What follows belongs to an exercise in optimizing a design on an open flow for small area and a short achievable clock period; a production flow would make more cautious choices. Only simulation tests tie the RTL to the original design; equivalence was not proved. Power figures rest on the tool's default switching activity, not on a simulated workload.

// stream_bridge_top
module stream_bridge_top
#(
  parameter int DEPTH = 16
) (
  input  logic                  ap_clk,
  input  logic                  rst_n,
  input  logic                  psel,
  input  logic                  penable,
  input  logic                  pwrite,
  input  logic [stream_bridge_pkg::APB_ADDR_W-1:0] paddr,
  input  logic [stream_bridge_pkg::APB_DATA_W-1:0] pwdata,
  output logic [stream_bridge_pkg::APB_DATA_W-1:0] prdata,
  output logic                  pready,
  output logic                  pslverr,
  input  logic [stream_bridge_pkg::WIDE_W-1:0]     read_32_data,
  input  logic                  read_32_valid,
  output logic                  read_32_ready,
  input  logic [stream_bridge_pkg::NARROW_W-1:0]   read_8_data,
  input  logic                  read_8_valid,
  output logic                  read_8_ready,
  output logic [stream_bridge_pkg::WIDE_W-1:0]     write_32_data,
  output logic                  write_32_valid,
  input  logic                  write_32_ready,
  output logic [stream_bridge_pkg::NARROW_W-1:0]   write_8_data,
  output logic                  write_8_valid,
  input  logic                  write_8_ready,
  output logic                  to_host_read_32_open,
  output logic                  to_host_read_8_open,
  output logic                  from_host_write_32_open,
  output logic                  from_host_write_8_open
);
Size: ~3200 cells after synthesis, ~1400 flip-flops, roughly 170 I/O pins, about 52000 um2 of cells after synthesis.
Settings: LEC_CHECK=0, CAP_MARGIN=20, CORE_MARGIN=2, CORE_UTILIZATION=60, SETUP_SLACK_MARGIN=1.8, SLEW_MARGIN=20; clock period 4.0 ns.
run.sh (not shown) runs the stock make flow with config.mk's settings and CLKGATE_MAP_FILE= SYNTH_SCRIPT=/design/flow/synth_recipe.tcl, a recipe that flattens the netlist after the stock synthesis.
Next try:
SETUP_SLACK_MARGIN = 2.5   (was 1.8)
Result: The new run went through all stages and came out clean; flip-flop and latch count does not change; register-to-register slack is worse by 60 ps; final area is higher by 17%; sequential power hardly moves; clock-buffer cell count is higher by 3; synthesized cell count is unchanged; global-route usage is higher by 6.8 points; clock power is higher by about 5%; power is higher by 1.9%.

========
## build 14
Another version of the RTL of stream_bridge_top (not shown whole).
Size: ~1500 flip-flops, ~170 I/O pins, about 53000 µm² of cells after synthesis.
Settings: LEC_CHECK=0, CAP_MARGIN=20, CORE_MARGIN=2, CORE_UTILIZATION=60, SETUP_SLACK_MARGIN=2.0, SLEW_MARGIN=20; clock period 4.0 ns.
Setup changes, build 14 to build 6
Settings: SETUP_SLACK_MARGIN changed from 2.0 to 2.1.
==> flow/flow/run.sh (new file) <==
#!/bin/bash
# The standard layout (standard.sh) with two changes:
# - port buffers inserted before global placement are plain buffers (buf_2)
#   instead of ORFS's default pick, a delay cell that timing repair can only
#   swap for other delay cells;
# - clock tree sink clusters of up to 24 flip-flops.
export BUFFER_PORTS_ARGS="-buffer_cell sky130_fd_sc_hd__buf_2"
export CTS_ARGS="-sink_clustering_enable -repair_clock_nets -root_buf sky130_fd_sc_hd__clkbuf_16 -buf_list sky130_fd_sc_hd__clkbuf_16 -sink_clustering_buffer sky130_fd_sc_hd__clkbuf_16 -sink_clustering_size 24 -sink_clustering_max_diameter 80"
bash standard.sh > standard.log 2>&1
==> flow/standard.sh (new file) <==
#!/bin/bash
# synth_recipe.tcl (not shown) runs the flow's synth.tcl, then flattens the netlist and writes it again
# the make line also repeats each setting of config.mk as NAME=value (left out here)
make -C /OpenROAD-flow-scripts/flow DESIGN_CONFIG=/design/flow/config.mk WORK_HOME=/design/flow/orfs CLKGATE_MAP_FILE= SYNTH_SCRIPT=/design/flow/synth_recipe.tcl "${@:-finish}"
removed: flow/run.sh
[summary]
- Between build 6 and build 14, the register-to-register slack is higher for build 14.
- Build 6: switching part of the total power 0.53 points above build 14
- Against build 14, the final cell area of build 6 is lower.
- Build 6 vs. build 14: final weighted congestion in routability-driven placement fell about 1.6%, final period demand of the worst path fell 0.11 ns, via count fell 133.
- Taking build 6 as 1.0, build 14 lands at 3.0 on count of clock-buffer cells in the layout.
- The destination of the critical timing path comes out u_write_8.u_mem.mem[0][0] in one run and write_32_valid in the other, namely in build 6 and build 14 respectively.
> inputs changed (build 6 -> build 91)
Settings: CORE_UTILIZATION now 80, was 60; SETUP_SLACK_MARGIN now 2.2, was 2.1; SLEW_MARGIN now 50, was 20.
==> comparison <==
STATUS run=build 91 STAGES=ALL_DONE FINAL_CHECKS=FAILED CAUSE=capacitance limit, slew limit
Cmp build 91 vs build 6: hold slack lower in build 91
Compared with build 6, in build 91 non-clock buffer count now larger; utilization climbed 24 points.
Setup changes, build 91 to build 50
Settings: SLEW_MARGIN changed from 50 to 20; SETUP_SLACK_MARGIN changed from 2.2 to 2.1; CORE_UTILIZATION changed from 80 to 60.
==> flow/run.sh (new file) <==
#!/bin/bash
# synth_recipe.tcl (not shown) runs the flow's synth.tcl, then flattens the netlist and writes it again
# the make line also repeats each setting of config.mk as NAME=value (left out here)
make -C /OpenROAD-flow-scripts/flow DESIGN_CONFIG=/design/flow/config.mk WORK_HOME=/design/flow/orfs CLKGATE_MAP_FILE= SYNTH_SCRIPT=/design/flow/synth_recipe.tcl finish
removed: flow/flow/run.sh
removed: flow/standard.sh
==> comparison <==
- Relative to build 91, the power spent charging and discharging nets of build 50 is higher by 0.49 mW.
- Lower pin count of the biggest net entering global routing among build 91 and build 50: build 50
- Looking only at part of the total power dissipated in the clock network, and setting everything else aside, the higher value of build 91 and build 50 goes to build 50.
- Re total wirelength of the detailed-routed design: build 91 and build 50 aren't equal, and the higher value belongs to build 91.
- Sequential fraction of total cell area, build 91 and build 50: smaller value in build 50
- The flow did not stop early for build 50: all stages ran, and the layout cleared the timing, DRC and antenna checks.
- Build 50 against build 91: critical path's largest stage delay dropped 1.37 ns, number of levels the H-tree was split into grew by 1, number of buffers and inverters on the critical path fell by 1.
- Row global-route usage: build 50 lower / build 91 higher
Setup changes, build 50 to build 13
Settings: changing CORE_UTILIZATION from 60 to 72; changing SETUP_SLACK_MARGIN from 2.1 to 2.2; changing SLEW_MARGIN from 20 to 50.
==> flow/flow/run.sh (new file) <==
#!/bin/bash
# The standard layout (standard.sh) with two changes:
# - port buffers inserted before global placement are plain buffers (buf_2)
#   instead of ORFS's default pick, a delay cell that timing repair can only
#   swap for other delay cells;
# - clock tree sink clusters of up to 24 flip-flops.
export BUFFER_PORTS_ARGS="-buffer_cell sky130_fd_sc_hd__buf_2"
export CTS_ARGS="-sink_clustering_enable -repair_clock_nets -root_buf sky130_fd_sc_hd__clkbuf_16 -buf_list sky130_fd_sc_hd__clkbuf_16 -sink_clustering_buffer sky130_fd_sc_hd__clkbuf_16 -sink_clustering_size 24 -sink_clustering_max_diameter 80"
bash standard.sh > standard.log 2>&1
==> flow/standard.sh (new file) <==
#!/bin/bash
# synth_recipe.tcl (not shown) runs the flow's synth.tcl, then flattens the netlist and writes it again
# the make line also repeats each setting of config.mk as NAME=value (left out here)
make -C /OpenROAD-flow-scripts/flow DESIGN_CONFIG=/design/flow/config.mk WORK_HOME=/design/flow/orfs CLKGATE_MAP_FILE= SYNTH_SCRIPT=/design/flow/synth_recipe.tcl "${@:-finish}"
removed: flow/run.sh
==> comparison <==
Every stage of the flow completed for build 13, and the final layout passed the timing, DRC and antenna checks. Routability congestion estimate from global placement (build 13 vs. build 50) increases by a few percent. [compare] base=build 50 new=build 13: via count shows an increase of about 2.3%, total power shows a reduction of 17%.

[separate check: timing with driven ports]
No port has a modelled driver above. Below, the same layouts with a new extraction and two added sets of constraints.
Step 1 assumes that a clkbuf_16 drives the clock port and a buf_2 every other input.
Step 2 also shifts input and output timing later by t, the mid clock arrival at the registers, as if the neighbouring blocks saw the same clock.
Three values: ideal, step 1, step 2; two values: the first two.
| run | t (ns) | slack for setup (ns) | worst setup path at the end | worst data-port slew with drivers (ns) | cell pins on the clock port's net |
|---|---|---|---|---|---|
| the first run of note 1 | 0.809 | 1.650 / 1.677 / 0.868 | input to register | 0.13 | 1 |
| the second run of note 1 | 0.825 | 1.735 / 1.749 / 0.945 | input to register | 0.15 | 1 |
| build 14 | 0.807 | 1.884 / 1.813 / 1.286 | input to register | 0.11 | 1 |
| build 6 | 0.717 | 1.990 / 1.973 / 1.521 | input to register | 0.11 | 1 |
| build 91 | 0.737 | 0.664 / 0.664 / 0.664 | register to register | 0.22 | 1 |
| build 50 | 0.813 | 1.954 / 1.882 / 1.368 | input to register | 0.12 | 1 |
| build 13 | 0.718 | 2.041 / 1.969 / 1.574 | input to register | 0.13 | 1 |
The setup slack of the second run of note 1, which loses most, moves by +0.014 ns with the drivers and by -0.790 ns with both steps.
